Source: an optimization exercise on an open RTL-to-GDS flow (aim: small area and a short achievable clock period). Production flows keep margins and buffers that such runs may drop. Power and IR drop assume default switching activity.

==> run a <==
==> flow/design.v <==
`default_nettype none
package synth_pkg;
    localparam int REG_W = 8;
    function automatic logic [8:0] add8(input logic [7:0] a, input logic [7:0] b,
                                        input logic ci);
        logic [8:0] s;
        logic       c;
        c = ci;
        for (int i = 0; i < 8; i++) begin
            s[i] = a[i] ^ b[i] ^ c;
            c    = (a[i] & b[i]) | (c & (a[i] ^ b[i]));
        end
        s[8] = c;
        add8 = s;
    endfunction
    function automatic logic [8:0] inc8(input logic [7:0] a, input logic ci);
        logic [8:0] s;
        logic       c;
        c = ci;
        for (int i = 0; i < 8; i++) begin
            s[i] = a[i] ^ c;
            c    = a[i] & c;
        end
        s[8] = c;
        inc8 = s;
    endfunction
endpackage
`default_nettype wire
`timescale 1ns/1ps
`default_nettype none
module spi_voice_regs #(
    parameter int NUM_VOICES = 4
) (
    input  wire logic                         clk,
    input  wire logic                         rst_n,
    input  wire logic                         spi_clk,
    input  wire logic                         spi_cs_n,
    input  wire logic                         spi_mosi,
    input  wire logic                         freq_busy,
    output logic [NUM_VOICES-1:0][15:0]       freq,
    output logic [NUM_VOICES-1:0][15:0]       freq_n,
    output logic [NUM_VOICES-1:0][7:0]        pw,
    output logic [NUM_VOICES-1:0][7:0]        pw_n,
    output logic [NUM_VOICES-1:0][7:0]        attack,
    output logic [NUM_VOICES-1:0][7:0]        sustain,
    output logic [NUM_VOICES-1:0][3:0]        wave,      
    output logic [NUM_VOICES-1:0][3:0]        wave_n
);
    logic sclk_s1, sclk_s2, cs_n_s1, mosi_s1;
    always_ff @(posedge clk or negedge rst_n) begin
        if (!rst_n) begin
            sclk_s1 <= 1'b0;
            sclk_s2 <= 1'b0;
            cs_n_s1 <= 1'b1;
            mosi_s1 <= 1'b0;
        end else begin
            sclk_s1 <= spi_clk;
            sclk_s2 <= sclk_s1;
            cs_n_s1 <= spi_cs_n;
            mosi_s1 <= spi_mosi;
        end
    end
    logic       sclk_rise;
    logic [3:0] bit_cnt;
    logic [4:0] hdr;        
    logic [6:0] dat;        
    logic       dat0;       
    logic       frame_done;
    assign sclk_rise  = sclk_s1 & ~sclk_s2;
    assign frame_done = ~cs_n_s1 & sclk_rise & (bit_cnt == 4'd15);
    always_ff @(posedge clk or negedge rst_n) begin
        if (!rst_n) begin
            bit_cnt <= '0;
        end else if (cs_n_s1) begin
            bit_cnt <= '0;
        end else if (sclk_rise) begin
            bit_cnt <= bit_cnt + 4'd1;
        end
    end
    always_ff @(posedge clk) begin
        if (sclk_rise && bit_cnt < 4'd5) hdr <= {hdr[3:0], mosi_s1};
        if (sclk_rise && bit_cnt[3] && bit_cnt != 4'd15) dat <= {dat[5:0], mosi_s1};
        if (sclk_rise && bit_cnt == 4'd15) dat0 <= mosi_s1;
    end
    logic       is_f;       
    logic       pend_f;     
    logic       wr_now, wr_f;
    logic [7:0] wr_data;
    assign is_f = (hdr[4:3] == 2'b00);
    always_ff @(posedge clk or negedge rst_n) begin
        if (!rst_n) pend_f <= 1'b0;
        else        pend_f <= (pend_f | (frame_done & is_f)) & freq_busy;
    end
    assign wr_now  = frame_done;
    assign wr_f    = (frame_done | pend_f) & ~freq_busy;
    assign wr_data = {dat, pend_f ? dat0 : mosi_s1};
    always_comb begin
        freq_n = freq;
        pw_n   = pw;
        wave_n = wave;
        for (int v = 0; v < NUM_VOICES; v++) begin
            if (hdr[1:0] == 2'(v)) begin
                case (hdr[4:2])
                    3'd0: if (wr_f)   freq_n[v][7:0]  = wr_data;
                    3'd1: if (wr_f)   freq_n[v][15:8] = wr_data;
                    3'd2: if (wr_now) pw_n[v]         = wr_data;
                    3'd6: if (wr_now) wave_n[v] = {wr_data[6], wr_data[5], wr_data[4], wr_data[0]};
                    default: ;
                endcase
            end
        end
    end
    always_ff @(posedge clk or negedge rst_n) begin
        if (!rst_n) begin
            freq    <= '0;
            pw      <= '0;
            attack  <= '0;
            sustain <= '0;
            wave    <= '0;
        end else begin
            freq <= freq_n;
            pw   <= pw_n;
            wave <= wave_n;
            if (wr_now) begin
                for (int v = 0; v < NUM_VOICES; v++) begin
                    if (hdr[1:0] == 2'(v)) begin
                        if (hdr[4:2] == 3'd4) attack[v]  <= wr_data;
                        if (hdr[4:2] == 3'd5) sustain[v] <= wr_data;
                    end
                end
            end
        end
    end
endmodule
`default_nettype wire
`timescale 1ns/1ps
`default_nettype none
module sid_voice (
    input  wire logic        clk,
    input  wire logic        rst_n,
    input  wire logic        is254,
    input  wire logic        step_en,
    input  wire logic        at_tick,
    input  wire logic        pass2,
    input  wire logic [15:0] freq,
    input  wire logic [15:0] freq_n,
    input  wire logic [7:0]  pw_n,
    input  wire logic [7:0]  attack,
    input  wire logic [7:0]  sustain,
    input  wire logic [3:0]  wave,
    input  wire logic [3:0]  wave_n,
    output logic      [7:0]  m
);
    localparam logic [2:0] S_IDLE = 3'd0, S_ATK = 3'd1, S_DEC = 3'd2,
                           S_SUS = 3'd3, S_REL = 3'd4;
    logic [15:0] acc;    
    logic [7:0]  p;      
    logic        ca;     
    logic        cb;     
    logic        c16;    
    logic [16:0] acc_sum_n;
    logic [8:0]  sa, sb, sc;
    logic [8:0]  p_inc;
    logic [7:0]  p_step;
    assign acc_sum_n = {1'b0, acc} + {1'b0, freq_n};
    assign sa        = synth_pkg::add8({2'b0, acc[5:0]},   {2'b0, freq[5:0]   & {6{step_en}}}, 1'b0);
    assign sb        = synth_pkg::add8({3'b0, acc[10:6]},  {3'b0, freq[10:6]  & {5{at_tick}}}, ca);
    assign sc        = synth_pkg::add8({3'b0, acc[15:11]}, {3'b0, freq[15:11] & {5{pass2}}},   cb);
    assign p_inc     = synth_pkg::inc8(p, 1'b1);
    assign p_step    = c16 ? p_inc[7:0] : p;
    always_ff @(posedge clk or negedge rst_n) begin
        if (!rst_n) begin
            acc <= '0;
            p   <= '0;
            ca  <= 1'b0;
            cb  <= 1'b0;
            c16 <= 1'b0;
        end else begin
            c16         <= acc_sum_n[16] & is254;
            ca          <= sa[6] & step_en;
            cb          <= sb[5] & at_tick;
            acc[5:0]    <= sa[5:0];
            acc[10:6]   <= sb[4:0];
            acc[15:11]  <= sc[4:0];
            p           <= p_step;
        end
    end
    logic [7:0] env;
    logic [2:0] st;
    logic       gate;
    logic [2:0] gst, nst;
    logic [7:0] nenv, opb, sus_lvl;
    logic [3:0] nib;
    logic [8:0] esum, dec_floor;
    logic       is_atk, is_dec, is_rel, dec_le;
    assign gate    = wave_n[0];
    assign sus_lvl = {sustain[3:0], sustain[3:0]};
    always_comb begin
        gst = st;
        if (gate && (st == S_IDLE || st == S_REL)) gst = S_ATK;
        else if (!gate && (st == S_ATK || st == S_DEC || st == S_SUS)) gst = S_REL;
    end
    always_ff @(posedge clk) begin
        is_atk <= is254 & (gst == S_ATK);
        is_dec <= is254 & (gst == S_DEC);
        is_rel <= is254 & (gst == S_REL);
    end
    assign nib  = is_dec ? attack[7:4] : sustain[7:4];
    assign opb  = is_atk ? {4'b0000, attack[3:0]} : {4'b1111, ~nib};
    assign esum = {1'b0, env} + {1'b0, opb} + 9'(is_atk);
    assign dec_floor = {1'b0, sus_lvl} + 9'(attack[7:4]) + 9'd1;
    assign dec_le    = {1'b0, env} <= dec_floor;
    always_comb begin
        nst  = st;
        nenv = env;
        if (is_atk) begin
            if (esum[8] || esum[7:0] == 8'hFF) begin
                nenv = 8'hFF;
                nst  = S_DEC;
            end else begin
                nenv = esum[7:0];
                nst  = S_ATK;
            end
        end else if (is_dec) begin
            if (dec_le) begin
                nenv = sus_lvl;
                nst  = S_SUS;
            end else begin
                nenv = esum[7:0];
                nst  = S_DEC;
            end
        end else if (is_rel) begin
            if (!esum[8] || esum[7:0] == 8'h00) begin
                nenv = 8'h00;
                nst  = S_IDLE;
            end else begin
                nenv = esum[7:0];
                nst  = S_REL;
            end
        end
    end
    always_ff @(posedge clk or negedge rst_n) begin
        if (!rst_n) begin
            env <= '0;
            st  <= S_IDLE;
        end else begin
            env <= nenv;
            st  <= nst;
        end
    end
    logic [7:0] tri_v, w_n;
    logic       lt0, lt1, pul_ok, any_sel;
    logic [3:0] w_lo, w_hi;    
    assign tri_v   = {p_step[6:0], 1'b0} ^ {8{p_step[7]}};
    assign lt0     = p < pw_n;
    assign lt1     = p_inc[7:0] < pw_n;
    assign pul_ok  = c16 ? lt1 : lt0;
    assign any_sel = wave_n[1] | wave_n[2] | wave_n[3];
    assign w_n = (wave_n[2] ? p_step : 8'hFF) & (wave_n[1] ? tri_v : 8'hFF) &
                 {8{any_sel & (~wave_n[3] | pul_ok)}};
    logic [11:0] o0, o1, o2, o3, o4, s1, c1, s2, c2, s3, c3, part;
    assign o0 = 12'(m);
    assign o1 = 12'(env & {8{w_lo[0]}});
    assign o2 = 12'(env & {8{w_lo[1]}}) << 1;
    assign o3 = 12'(env & {8{w_lo[2]}}) << 2;
    assign o4 = 12'(env & {8{w_lo[3]}}) << 3;
    assign s1 = o0 ^ o1 ^ o2;
    assign c1 = ((o0 & o1) | (o0 & o2) | (o1 & o2)) << 1;
    assign s2 = s1 ^ c1 ^ o3;
    assign c2 = ((s1 & c1) | (s1 & o3) | (c1 & o3)) << 1;
    assign s3 = s2 ^ c2 ^ o4;
    assign c3 = ((s2 & c2) | (s2 & o4) | (c2 & o4)) << 1;
    assign part = s3 + c3;
    always_ff @(posedge clk) begin
        w_hi <= w_n[7:4];
        w_lo <= at_tick ? w_hi : w_n[3:0];
        m    <= part[11:4] & {8{~step_en}};
    end
endmodule
`default_nettype wire
`timescale 1ns/1ps
`default_nettype none
module voice_mixer #(
    parameter int NUM_VOICES = 4,
    parameter int MIX_W      = 10
) (
    input  wire logic                             clk,
    input  wire logic                             rst_n,
    input  wire logic [NUM_VOICES-1:0][7:0]       level,
    output logic                                  is254,
    output logic                                  step_en,
    output logic                                  at_tick,
    output logic                                  pass2,
    output logic                                  freq_busy,
    output logic      [MIX_W-1:0]                 sample,
    output logic                                  sample_valid
);
    logic [7:0] div_cnt;
    logic       seen;       
    logic       out_en;
    assign freq_busy = step_en | at_tick;
    always_ff @(posedge clk or negedge rst_n) begin
        if (!rst_n) begin
            div_cnt <= '0;
            seen    <= 1'b0;
            is254   <= 1'b0;
            step_en <= 1'b0;
            at_tick <= 1'b0;
            pass2   <= 1'b0;
            out_en  <= 1'b0;
        end else begin
            div_cnt <= div_cnt + 8'd1;
            if (step_en) seen <= 1'b1;
            is254   <= (div_cnt == 8'd253);
            step_en <= is254;
            at_tick <= step_en;
            pass2   <= at_tick;
            out_en  <= pass2 & seen;
        end
    end
    logic [MIX_W-1:0] level_sum;
    always_comb begin
        level_sum = '0;
        for (int i = 0; i < NUM_VOICES; i++) level_sum = level_sum + MIX_W'(level[i]);
    end
    always_ff @(posedge clk or negedge rst_n) begin
        if (!rst_n) begin
            sample       <= '0;
            sample_valid <= 1'b0;
        end else begin
            sample_valid <= out_en;
            if (out_en) sample <= level_sum;
        end
    end
endmodule
`default_nettype wire
`timescale 1ns/1ps
`default_nettype none
module sid_synth_top #(
    parameter  int NUM_VOICES = 4,
    parameter  int SAMPLE_DIV = 256,
    localparam int MIX_W      = synth_pkg::REG_W + 2
) (
    input  wire logic             clk,
    input  wire logic             rst_n,
    input  wire logic             spi_clk,
    input  wire logic             spi_cs_n,
    input  wire logic             spi_mosi,
    output logic      [MIX_W-1:0] sample,
    output logic                  sample_valid
);
    logic [NUM_VOICES-1:0][15:0] freq, freq_n;
    logic [NUM_VOICES-1:0][7:0]  pw, pw_n, attack, sustain, level;
    logic [NUM_VOICES-1:0][3:0]  wave, wave_n;
    logic                        is254, step_en, at_tick, pass2, freq_busy;
    spi_voice_regs #(
        .NUM_VOICES (NUM_VOICES)
    ) u_regs (
        .clk      (clk),
        .rst_n    (rst_n),
        .spi_clk  (spi_clk),
        .spi_cs_n (spi_cs_n),
        .spi_mosi (spi_mosi),
        .freq_busy(freq_busy),
        .freq     (freq),
        .freq_n   (freq_n),
        .pw       (pw),
        .pw_n     (pw_n),
        .attack   (attack),
        .sustain  (sustain),
        .wave     (wave),
        .wave_n   (wave_n)
    );
    for (genvar v = 0; v < NUM_VOICES; v++) begin : g_voice
        sid_voice u_voice (
            .clk     (clk),
            .rst_n   (rst_n),
            .is254   (is254),
            .step_en (step_en),
            .at_tick (at_tick),
            .pass2   (pass2),
            .freq    (freq[v]),
            .freq_n  (freq_n[v]),
            .pw_n    (pw_n[v]),
            .attack  (attack[v]),
            .sustain (sustain[v]),
            .wave    (wave[v]),
            .wave_n  (wave_n[v]),
            .m       (level[v])
        );
    end
    voice_mixer #(
        .NUM_VOICES (NUM_VOICES),
        .MIX_W      (MIX_W)
    ) u_mixer (
        .clk          (clk),
        .rst_n        (rst_n),
        .level        (level),
        .is254        (is254),
        .step_en      (step_en),
        .at_tick      (at_tick),
        .pass2        (pass2),
        .freq_busy    (freq_busy),
        .sample       (sample),
        .sample_valid (sample_valid)
    );
endmodule
`default_nettype wire
==> flow/run.sh <==
#!/bin/bash
# synth_recipe.tcl (not shown) runs the flow's synth.tcl, then flattens the netlist and writes it again
# the make line also repeats each setting of config.mk as NAME=value (left out here)
make -C /OpenROAD-flow-scripts/flow DESIGN_CONFIG=/design/flow/config.mk WORK_HOME=/design/flow/orfs CLKGATE_MAP_FILE= SYNTH_SCRIPT=/design/flow/synth_recipe.tcl finish
==> flow/config.mk <==
export PLATFORM = sky130hd
export DESIGN_NAME = sid_synth_top
export DESIGN_NICKNAME = sid_synth_top
export VERILOG_FILES = /design/flow/design.v
export SDC_FILE = /design/flow/constraint.sdc
export NUM_CORES = 4
export LEC_CHECK = 0
export CAP_MARGIN = 20
export CORE_MARGIN = 2
export CORE_UTILIZATION = 40
export CTS_CLUSTER_DIAMETER = 80
export CTS_CLUSTER_SIZE = 20
export SETUP_SLACK_MARGIN = 3.0
export SLEW_MARGIN = 20
==> flow/constraint.sdc <==
create_clock -name core_clock -period 7.0 [get_ports {clk}]
set_input_delay 1.4000 -clock core_clock [delete_from_list [all_inputs] [get_ports {clk}]]
set_output_delay 1.4000 -clock core_clock [all_outputs]
set_load 0.01 [all_outputs]
==> inputs of run b, as changes to run a <==
--- a/flow/design.v
+++ b/flow/design.v
@@ -64,6 +64,5 @@
     logic [3:0] bit_cnt;
     logic [4:0] hdr;        
-    logic [6:0] dat;        
-    logic       dat0;       
+    logic [7:0] dat;        
     logic       frame_done;
     assign sclk_rise  = sclk_s1 & ~sclk_s2;
@@ -80,6 +79,5 @@
     always_ff @(posedge clk) begin
         if (sclk_rise && bit_cnt < 4'd5) hdr <= {hdr[3:0], mosi_s1};
-        if (sclk_rise && bit_cnt[3] && bit_cnt != 4'd15) dat <= {dat[5:0], mosi_s1};
-        if (sclk_rise && bit_cnt == 4'd15) dat0 <= mosi_s1;
+        if (sclk_rise) dat <= {dat[6:0], mosi_s1};
     end
     logic       is_f;       
@@ -94,5 +92,5 @@
     assign wr_now  = frame_done;
     assign wr_f    = (frame_done | pend_f) & ~freq_busy;
-    assign wr_data = {dat, pend_f ? dat0 : mosi_s1};
+    assign wr_data = pend_f ? dat : {dat[6:0], mosi_s1};
     always_comb begin
         freq_n = freq;
@@ -202,7 +200,7 @@
     end
     always_ff @(posedge clk) begin
-        is_atk <= is254 & (gst == S_ATK);
-        is_dec <= is254 & (gst == S_DEC);
-        is_rel <= is254 & (gst == S_REL);
+        is_atk <= (gst == S_ATK);
+        is_dec <= (gst == S_DEC);
+        is_rel <= (gst == S_REL);
     end
     assign nib  = is_dec ? attack[7:4] : sustain[7:4];
@@ -244,5 +242,5 @@
             env <= '0;
             st  <= S_IDLE;
-        end else begin
+        end else if (step_en) begin
             env <= nenv;
             st  <= nst;
--- a/flow/config.mk
+++ b/flow/config.mk
@@ -9,6 +9,5 @@
 export CORE_MARGIN = 2
 export CORE_UTILIZATION = 40
-export CTS_CLUSTER_DIAMETER = 80
-export CTS_CLUSTER_SIZE = 20
+export CTS_BUF_LIST = sky130_fd_sc_hd__clkbuf_4 sky130_fd_sc_hd__clkbuf_8
 export SETUP_SLACK_MARGIN = 3.0
 export SLEW_MARGIN = 20
==> comparison table <==
item	run a	run b
Run status	finished clean	finished clean
Signal arrival time at the worst endpoint	4.46 ns	4.42 ns
Switching power	1.063 mW	1.242 mW
Number of different library cells in the post-synthesis netlist	93	95
CP endpoint	g_voice[1].u_voice.env[7]	g_voice[3].u_voice.m[7]
Power Combinational	0.0604 mW	0.0868 mW
Insertion delay of the later-clocked pin in the worst-skew pair	0.62 ns	0.67 ns
HPWL after detailed placement	50650 µm	49320 µm
Simple-gate share of the synthesized area	11.90%	14.43%
Die area	77710 µm²	77110 µm²
Multi-input combinational cell area	17940 µm²	17620 µm²
Vias after detailed routing	21263	21424
Initial cell density of the core	40.50%	40.31%
Reg clk slew, reported paths	0.08 ns	0.06 ns
Sequential power share	57.2%	46.9%
Skew final	0.02484 ns	0.03431 ns
Clock distribution power	1.90 mW	2.89 mW
Switch share	23.25%	22.19%
Number of clock buffers in the layout	43	134
Proportion of synthesized area in mux cells	8.419%	2.965%
Max VDD drop	0.1829 mV	0.1449 mV
Proportion of power drawn by combinational gates	1.3%	1.5%
Overall routed net length	69810 µm	68840 µm
Depth of the CTS H-tree	1	3
Standard cell area after detailed placement	31410 µm²	31240 µm²
Function was not checked in any run of this note: the RTL went through the layout flow alone.

==> re-timing with driven ports <==
The flow's constraints put no driver on any port. The routed layouts listed below were extracted and timed again, unchanged, in two steps.
Step 1 sets driving cells, clkbuf_16 on the clock port and buf_2 on the other inputs (assumed; they add their load-dependent delay and slew).
Step 2 adds t to the input delays and takes it off the output delays; t is the mean of the earliest and latest rising clock arrival at the registers after step 1. Input paths then give back, and output paths get back, about the clock's delay inside the block.
a / b / c = ideal / step 1 / step 2; a / b = the first two.
run	t (ns)	setup slack, ns	worst register clock-pin slew, ns
run a	0.667	3.043 / 3.043 / 3.043	0.09 / 0.09
run b	0.715	3.102 / 3.102 / 3.102	0.07 / 0.07
After both steps every run listed still meets setup and hold.
